What follows belongs to an exercise in optimizing a design on an open flow for small area; a production flow would make more cautious choices. The RTL was checked by simulation tests, not by an equivalence proof against the original design. No activity file was given, so power comes from the tool's default toggle rates.

===== design/flow/run.sh =====
#!/bin/bash
# synth_recipe.tcl (not shown) runs the flow's synth.tcl, then flattens the netlist and writes it again
# the make line also repeats each setting of config.mk as NAME=value (left out here)
make -C /OpenROAD-flow-scripts/flow DESIGN_CONFIG=/design/flow/config.mk WORK_HOME=/design/flow/orfs CLKGATE_MAP_FILE= SYNTH_SCRIPT=/design/flow/synth_recipe.tcl finish

===== design/flow/config.mk =====
export PLATFORM = sky130hd
export DESIGN_NAME = dg_top
export DESIGN_NICKNAME = dg_top
export VERILOG_FILES = /design/flow/design.v
export SDC_FILE = /design/flow/constraint.sdc
export NUM_CORES = 4
export LEC_CHECK = 0
export CAP_MARGIN = 20
export CORE_MARGIN = 2
export CORE_UTILIZATION = 40
export SLEW_MARGIN = 20

===== design/flow/constraint.sdc =====
create_clock -name core_clock -period 10.0 [get_ports {clk100}]
set_input_delay 2.0000 -clock core_clock [delete_from_list [all_inputs] [get_ports {clk100}]]
set_output_delay 2.0000 -clock core_clock [all_outputs]
set_load 0.01 [all_outputs]

===== design/flow/design.v =====
package dg_timing_pkg;
   localparam int NUM_CHANNELS  = 9;   
   localparam int NUM_PROTOCOLS = 4;   
   localparam int PAGE_WIDTH    = 2;   
   localparam int TIME_WIDTH    = 32;  
   localparam int STAMP_WIDTH   = 64;  
   localparam logic [TIME_WIDTH-1:0] MIN_INTERVAL     = 32'd1000;    
   localparam logic [TIME_WIDTH-1:0] DEFAULT_INTERVAL = 32'd2000;    
   typedef struct packed {
      logic [TIME_WIDTH-1:0] delay;  
      logic [TIME_WIDTH-1:0] width;  
   } delay_width_t;
   typedef enum logic [1:0] {
      CH_IDLE  = 2'd0,
      CH_DELAY = 2'd1,
      CH_WIDTH = 2'd2
   } chan_state_e;
endpackage
package dg_regs_pkg;
   localparam int HOST_DATA_WIDTH = 64;
   localparam int ADDR_WIDTH      = 4;
   typedef enum logic [ADDR_WIDTH-1:0] {
      REG_INTERVAL = 4'd0,
      REG_PAIR_0   = 4'd1,
      REG_PAIR_1   = 4'd2,
      REG_PAIR_2   = 4'd3,
      REG_PAIR_3   = 4'd4,
      REG_PAIR_4   = 4'd5,
      REG_PAIR_5   = 4'd6,
      REG_PAIR_6   = 4'd7,
      REG_PAIR_7   = 4'd8,
      REG_PAIR_8   = 4'd9,
      REG_PAGE     = 4'd13,  
      REG_PROTOCOL = 4'd14,  
      REG_COMMIT   = 4'd15   
   } reg_addr_e;
   localparam int INTERVAL_LSB = 0;   
   localparam int DELAY_LSB    = 32;  
   localparam int WIDTH_LSB    = 0;   
   localparam int SELECT_LSB   = 0;   
   localparam int COMMIT_BIT   = 0;
endpackage
`timescale 1ns/1ps
import dg_timing_pkg::*;
import dg_regs_pkg::*;
module dg_host_port (
   input  logic                                     clk100,
   input  logic                                     hps_fpga_reset_n,
   input  logic                                     host_write,
   input  dg_regs_pkg::reg_addr_e                   host_addr,
   input  logic [dg_regs_pkg::HOST_DATA_WIDTH-1:0]  host_data,
   output logic                                     pair_write,
   output logic [dg_timing_pkg::PAGE_WIDTH-1:0]     pair_page,
   output logic [dg_regs_pkg::ADDR_WIDTH-1:0]       pair_index,
   output dg_timing_pkg::delay_width_t              pair_value,
   output logic [dg_timing_pkg::PAGE_WIDTH-1:0]     protocol_select,
   output logic                                     interval_commit,
   output logic [dg_timing_pkg::TIME_WIDTH-1:0]     interval_value
);
   logic [PAGE_WIDTH-1:0] page;             
   logic [TIME_WIDTH-1:0] staged_interval;  
   logic                  is_pair;
   logic                  is_commit;
   logic [TIME_WIDTH-1:0] clamped;
   assign is_pair   = host_write && (host_addr >= REG_PAIR_0) && (host_addr <= REG_PAIR_8);
   assign is_commit = host_write && (host_addr == REG_COMMIT) && host_data[COMMIT_BIT];
   assign clamped   = (staged_interval < MIN_INTERVAL) ? MIN_INTERVAL : staged_interval;
   always_ff @(posedge clk100) begin
      if (!hps_fpga_reset_n) begin
         pair_write      <= 1'b0;
         interval_commit <= 1'b0;
         page            <= '0;
         protocol_select <= '0;
         staged_interval <= DEFAULT_INTERVAL;
      end else begin
         pair_write      <= is_pair;    
         interval_commit <= is_commit;
         if (host_write) begin
            case (host_addr)
               REG_INTERVAL: staged_interval <= host_data[INTERVAL_LSB +: TIME_WIDTH];
               REG_PAGE:     page            <= host_data[SELECT_LSB +: PAGE_WIDTH];
               REG_PROTOCOL: protocol_select <= host_data[SELECT_LSB +: PAGE_WIDTH];
               default: ;
            endcase
         end
      end
   end
   always_ff @(posedge clk100) begin
      if (is_pair) begin
         pair_page        <= page;
         pair_index       <= ADDR_WIDTH'(host_addr) - ADDR_WIDTH'(REG_PAIR_0);
         pair_value.delay <= host_data[DELAY_LSB +: TIME_WIDTH];
         pair_value.width <= host_data[WIDTH_LSB +: TIME_WIDTH];
      end
      if (is_commit) begin
         interval_value <= clamped;  
      end
   end
endmodule
`timescale 1ns/1ps
import dg_timing_pkg::*;
module dg_protocol_table (
   input  logic                                 clk100,
   input  logic                                 hps_fpga_reset_n,
   input  logic                                 pair_write,
   input  logic [dg_timing_pkg::PAGE_WIDTH-1:0] pair_page,
   input  logic [3:0]                           pair_index,
   input  dg_timing_pkg::delay_width_t          pair_value,
   input  logic [dg_timing_pkg::PAGE_WIDTH-1:0] read_page,
   output logic [dg_timing_pkg::NUM_CHANNELS-1:0][2*dg_timing_pkg::TIME_WIDTH-1:0] page_pairs
);
   logic [NUM_CHANNELS-1:0][2*TIME_WIDTH-1:0] pages [NUM_PROTOCOLS];
   logic         index_ok;
   assign index_ok = (pair_index < NUM_CHANNELS);  
   always_ff @(posedge clk100) begin
      if (!hps_fpga_reset_n) begin
         for (int p = 0; p < NUM_PROTOCOLS; p++) pages[p] <= '0;
      end else if (pair_write && index_ok) begin
         pages[pair_page][pair_index] <= pair_value;
      end
   end
   always_comb begin
      for (int c = 0; c < NUM_CHANNELS; c++) begin
         page_pairs[c] = pages[read_page][c];
      end
   end
endmodule
`timescale 1ns/1ps
import dg_timing_pkg::*;
module dg_pulse_channel (
   input  logic                        clk100,
   input  logic                        hps_fpga_reset_n,
   input  logic                        start,  
   input  dg_timing_pkg::delay_width_t pair,
   output logic                        pin
);
   dg_timing_pkg::chan_state_e           state;
   logic [TIME_WIDTH-1:0] count;       
   logic [TIME_WIDTH-1:0] width_hold;  
   assign pin = (state == CH_WIDTH);
   always_ff @(posedge clk100) begin
      if (!hps_fpga_reset_n) begin
         state <= CH_IDLE;
      end else if (start) begin  
         if (pair.width == '0) begin
            state <= CH_IDLE;
         end else if (pair.delay == '0) begin
            state <= CH_WIDTH;   
         end else begin
            state <= CH_DELAY;
         end
      end else begin
         case (state)
            CH_DELAY: if (count == '0) state <= CH_WIDTH;
            CH_WIDTH: if (count == '0) state <= CH_IDLE;
            default: ;
         endcase
      end
   end
   always_ff @(posedge clk100) begin
      if (start) begin
         width_hold <= pair.width;
         count      <= (pair.delay == '0) ? pair.width - 1'b1 : pair.delay - 1'b1;
      end else if (state == CH_DELAY && count == '0) begin
         count <= width_hold - 1'b1;
      end else if (state != CH_IDLE) begin
         count <= count - 1'b1;
      end
   end
endmodule
`timescale 1ns/1ps
import dg_timing_pkg::*;
module dg_sequencer (
   input  logic                                    clk100,
   input  logic                                    hps_fpga_reset_n,
   input  logic                                    interval_commit,
   input  logic [dg_timing_pkg::TIME_WIDTH-1:0]    interval_value,
   input  logic [dg_timing_pkg::PAGE_WIDTH-1:0]    protocol_select,
   input  logic [dg_timing_pkg::NUM_CHANNELS-1:0][2*dg_timing_pkg::TIME_WIDTH-1:0] page_pairs,
   output logic [dg_timing_pkg::PAGE_WIDTH-1:0]    read_page,
   output logic [dg_timing_pkg::NUM_CHANNELS-1:0]  pins,
   output logic                                    t0,
   output logic [31:0]                             t0_count,
   output logic [dg_timing_pkg::STAMP_WIDTH-1:0]   t0_timestamp
);
   logic [TIME_WIDTH-1:0]  pending_interval;  
   logic [TIME_WIDTH-1:0]  active_interval;   
   logic [TIME_WIDTH-1:0]  next_interval;
   logic [TIME_WIDTH-1:0]  phase;             
   logic [STAMP_WIDTH-1:0] clock_counter;     
   logic                   fire;              
   assign fire = (phase == '0);
   assign next_interval = interval_commit ? interval_value : pending_interval;
   always_ff @(posedge clk100) begin
      if (!hps_fpga_reset_n) begin
         pending_interval <= DEFAULT_INTERVAL;
         active_interval  <= DEFAULT_INTERVAL;
         phase            <= '0;
         t0               <= 1'b0;
         read_page        <= '0;
         clock_counter    <= '0;
         t0_count         <= '0;
         t0_timestamp     <= '0;
      end else begin
         clock_counter <= clock_counter + 1'b1;
         t0            <= fire;
         if (interval_commit) pending_interval <= interval_value;
         if (fire) begin
            active_interval <= next_interval;    
            read_page       <= protocol_select;
         end
         phase <= (phase == active_interval - 1'b1) ? '0 : phase + 1'b1;
         if (t0) begin
            t0_count     <= t0_count + 1'b1;
            t0_timestamp <= clock_counter;       
         end
      end
   end
   for (genvar k = 0; k < NUM_CHANNELS; k++) begin : chan
      dg_pulse_channel pulse_channel_i (
         .clk100             ( clk100 )
         , .hps_fpga_reset_n ( hps_fpga_reset_n )
         , .start            ( t0 )
         , .pair             ( page_pairs[k] )
         , .pin              ( pins[k] )
      );
   end
endmodule
`timescale 1ns/1ps
import dg_timing_pkg::*;
module dg_top (
   input  logic                                    clk100,
   input  logic                                    hps_fpga_reset_n,
   input  logic                                    host_write,
   input  dg_regs_pkg::reg_addr_e                  host_addr,
   input  logic [dg_regs_pkg::HOST_DATA_WIDTH-1:0] host_data,
   output logic [dg_timing_pkg::NUM_CHANNELS-1:0]  pins,
   output logic                                    t0,
   output logic [31:0]                             t0_count,
   output logic [dg_timing_pkg::STAMP_WIDTH-1:0]   t0_timestamp
);
   logic                  pair_write;
   logic [PAGE_WIDTH-1:0] pair_page;
   logic [3:0]            pair_index;
   dg_timing_pkg::delay_width_t pair_value;
   logic [PAGE_WIDTH-1:0] protocol_select;  
   logic                  interval_commit;
   logic [TIME_WIDTH-1:0] interval_value;   
   logic [PAGE_WIDTH-1:0] read_page;        
   logic [NUM_CHANNELS-1:0][2*TIME_WIDTH-1:0] page_pairs;
   dg_host_port host_port_i (
      .clk100, .hps_fpga_reset_n, .host_write, .host_addr, .host_data
      , .pair_write, .pair_page, .pair_index, .pair_value
      , .protocol_select, .interval_commit, .interval_value
   );
   dg_protocol_table protocol_table_i (
      .clk100, .hps_fpga_reset_n
      , .pair_write, .pair_page, .pair_index, .pair_value
      , .read_page, .page_pairs
   );
   dg_sequencer sequencer_i (
      .clk100, .hps_fpga_reset_n
      , .interval_commit, .interval_value, .protocol_select, .page_pairs
      , .read_page, .pins, .t0, .t0_count, .t0_timestamp
   );
endmodule

==> impl_metrics.tcl <==
set metrics [dict create \
    comb_power_share_pct 9.5 \
    ir_drop_mv 0.1624 \
    finalWorstSetupSlack_ps 3135 \
    fin_crit_sh_pct 68.65 \
    total_leakage_power_uw 0.05762 \
    ant_nets 0 \
    synth_top_area_share_pct 61.43 \
    path_buf_inv 5 \
    num_vias 93063 \
    synthToLayoutAreaGrowth_pct 12.34 \
    final_cells 16101 \
    num_rows 221 \
    worstPathArrival_ps 7500 \
    wirelength_mm 427.8 \
    crit_family "buffers and inverters" \
    tightest_slew_ps 1217 \
    die_area_mm2 0.3693 \
    path_max_fanout 61 \
    grt_max_degree 258 \
    grt_pass1_wl_mm 617.7 \
    io_pins 177 \
    ys_async_sr_fraction_pct 0 \
    crit_chain "buf_6 -> nand2_1 -> nor2_1 -> nor2_1 -> nor2_1 -> nand2_4 -> buf_4 -> buf_4 -> buf_4 -> buf_4 -> nor2_1" \
    ff2ff_path_depth 12 \
    critPathKind "primary input to register" \
    avgSynthCellArea_um2 13.25 \
    min_path_cells 0 \
    die_h_um 607.7 \
    pre_cts_slack_ps 2290 \
    setup_viol 0 \
    switching_power_uw 8029 \
    synth_cell_type_count 101 \
    ys_warn_count 4 \
    slew_viol_final 0 \
    cts_resized 0 \
    skew_ps 48.68 \
    cts_tree "yes" \
    min_path_type "register to register" \
    antenna_found_initial 71 \
    drt_iter0_drc 12276 \
    netSwitchingFraction_pct 24.73 \
    finalHoldViolCount 0 \
    layout_min_cycle_time_ps 6865 \
    drc 0 \
    numCtsBuffers 345 \
    critPathLaunchType "primary input" \
    power_frac_clock_pct 39.6 \
    rsz0062_at_grt "false" \
    syn_area_mm2 0.1458 \
    synth-edff-count 2982 \
    p_int_uw 24440 \
    h-tree-depth 5 \
    power.share.sequential_pct 50.9 \
    utilization_pct 45.17 \
    grt_pass1_vias 91789 \
    cp_slowest_cell "buf_4" \
    grt_overflow 0 \
    layout-drive-gt1-share_pct 11.89 \
    die_w_um 607.7 \
    power.density_mw_per_mm2 198.3 \
    clkSlewWorstSetupHoldPaths_ps 60 \
    wl_per_cell_um 26.57 \
    cts-root-buf "clkbuf_16" \
    clock_latency_ps 940 \
    cts-hold-fix-buffers 0 \
    required_ps 10640 \
    worstSetupEndpointType "register" \
    initial_core_util_pct 40.21 \
    nNetsFinal 11110 \
    slowest_delay_ps 850 \
    cts.sinks 3299 \
    fmax_mhz 145.7 \
    syn_inst 11003 \
    numPortBuffers 176 \
    cts_max_path_buffers 4 \
    synth-seq-cells 3299 \
    post_cts_buffers 0 \
    path_depth 11 \
    yosys_most_used_dff "edfxtp_1" \
    place.gp.congestion 0.8493 \
    outcome "no timing/DRC/antenna violations" \
    seq_area_frac_synth_pct 65.78 \
    yosys.area.top_type "edfxtp_1" \
    core_area_mm2 0.3625 \
    finalSetupTns_ps 0 \
    cap_violations 0 \
    dpl.cell_count 15437 \
    synth.area.top_cells "edfxtp_1, mux4_2, nor2_1" \
    drt_pass1_iterations 6 \
    grt_usage_pct 22.51 \
    slew_headroom_pct 18.67 \
    dp_hpwl_mm 250.5 \
    routed_via_density 5.780 \
    synth_nets 11120 \
]
## cells in the mapped netlist, drive strengths merged, types with 46 or more instances
cell type / n
mux2i: 110
dfxtp: 317
nor4: 245
clkbuf: 556
nand2: 956
nor2: 2004
nor3: 81
buf: 196
a211oi: 126
o21ai: 191
a21oi: 324
a211o: 65
and2: 113
nand4: 97
a31oi: 67
nand3: 125
nand2b: 58
a41oi: 68
edfxtp: 2982
o31ai: 52
nor3b: 55
mux4: 576
xor2: 215
ha: 46
inv: 601
xnor2: 180
and3: 241
## registers in the layout (all words and copies together) (netlist names), 4 cells and up, named ones only
| signal | cells |
|---|---|
| host_port_i.pair_value | 64 |
| sequencer_i.t0_timestamp | 64 |
| sequencer_i.active_interval | 32 |
| host_port_i.pair_index | 4 |
| sequencer_i.chan.pulse_channel_i.width_hold | 288 |
| protocol_table_i.pages | 2304 |
| host_port_i.staged_interval | 32 |
| sequencer_i.pending_interval | 32 |
| sequencer_i.chan.pulse_channel_i.count | 288 |
| sequencer_i.t0_count | 32 |
| sequencer_i.phase | 32 |
| host_port_i.interval_value | 32 |
| sequencer_i.clock_counter | 64 |
| sequencer_i.chan.pulse_channel_i.state | 18 |
## final cells by class
cell class                 count  area [um2]
antenna                       38       95.09
clock buffer                 422        9114
clock inverter               201        2022
fill                       31831      198800
inverter                     601        2271
multi-input combinational   6351       44700
sequential                  3299       95900
tap                         4794        5998
timing repair buffer         395        3655
## per-layer routing
| metal | up-vias | GRT usage, % | share of wire, % |
|---|---|---|---|
| met5 | - | 0 | 0.082 |
| met4 | 48 | 7.809 | 3.5 |
| met3 | 686 | 4.585 | 10 |
| met2 | 4495 | 36.15 | 47 |
| met1 | 47501 | 30.43 | 39 |
| li1 | 40333 | - | - |
## worst paths after layout
check,startpoint,to,slack [ps]
worst max register to register,register,sequencer_i.chan[5].pulse_channel_i.count[22],3740
worst min register to register,host_port_i.page[1],host_port_i.pair_page[1],440
worst min-delay path,host_port_i.page[1],host_port_i.pair_page[1],440
worst max-delay path,hps_fpga_reset_n,protocol_table_i.pages[1][202],3130
## metrics by stage
step / hold slack [ps] / area [um2] / total power (uW)
5_1_grt: 469.8 / 163700 / 33430
2_1_floorplan: 408.1 / 145800 / 18630
3_5_place_dp: 429.7 / 152500 / 19870
3_3_place_gp: 424.3 / 152400 / 19760
6_report: 444.6 / 163800 / 32470
4_1_cts: 445.8 / 163600 / 32600
## logic make-up after synthesis
kind of cell	synth area share [%]
muxes	9.860
buffers and inverters	3.924
DFF	65.78
AOI/OAI and AO/OA	4.798
xor gates and xnor gates	2.373
and+or+nand+nor	12.87
adders and majority gates	0.3948
## power groups by stage
| stage | combinational, uW | clock, uW | sequential (uW) |
|---|---|---|---|
| 4_1_cts | 3080 | 13000 | 16500 |
| 3_3_place_gp | 3000 | 0 | 16800 |
| 2_1_floorplan | 1920 | 0 | 16700 |
| 6_report | 3090 | 12800 | 16500 |
| 5_1_grt | 3320 | 13500 | 16600 |
| 3_5_place_dp | 3070 | 0 | 16800 |
## layout by cell type (no fill, tap or decap), types with 175 or more instances in the layout
cell and instances:
mux4_2 502, buf_4 198, nor2_1 1999, and3_1 237
edfxtp_1 2982, xor2_1 215, inv_1 599, nor4_1 233
nand2_1 953, dfxtp_1 313, clkdlybuf4s50_1 175, clkbuf_16 351
xnor2_1 180, a21oi_1 313

## static timing again, ports no longer ideal
The results above use ideal ports. As a check the final layout listed here was re-extracted and re-timed, cells and wires unchanged.
Step 1, drivers: a clkbuf_16 drives clk100 and a buf_2 each remaining input, both assumed.
Step 2 adds t to the input delays and takes it off the output delays; t is the mean of the earliest and latest rising clock arrival at the registers after step 1. Input paths then give back, and output paths get back, about the clock's delay inside the block.
a / b / c = ideal ports / drivers / drivers and shift; a / b = the first two.
t, ns: 1.024
setup WS [ns]: 3.135 / 3.198 / 2.174
worst register clock-pin slew, ns: 0.07 / 0.07
After both steps this run still meets setup and hold. The setup slack of this run moves by +0.063 ns with the drivers and by -0.961 ns with both steps.
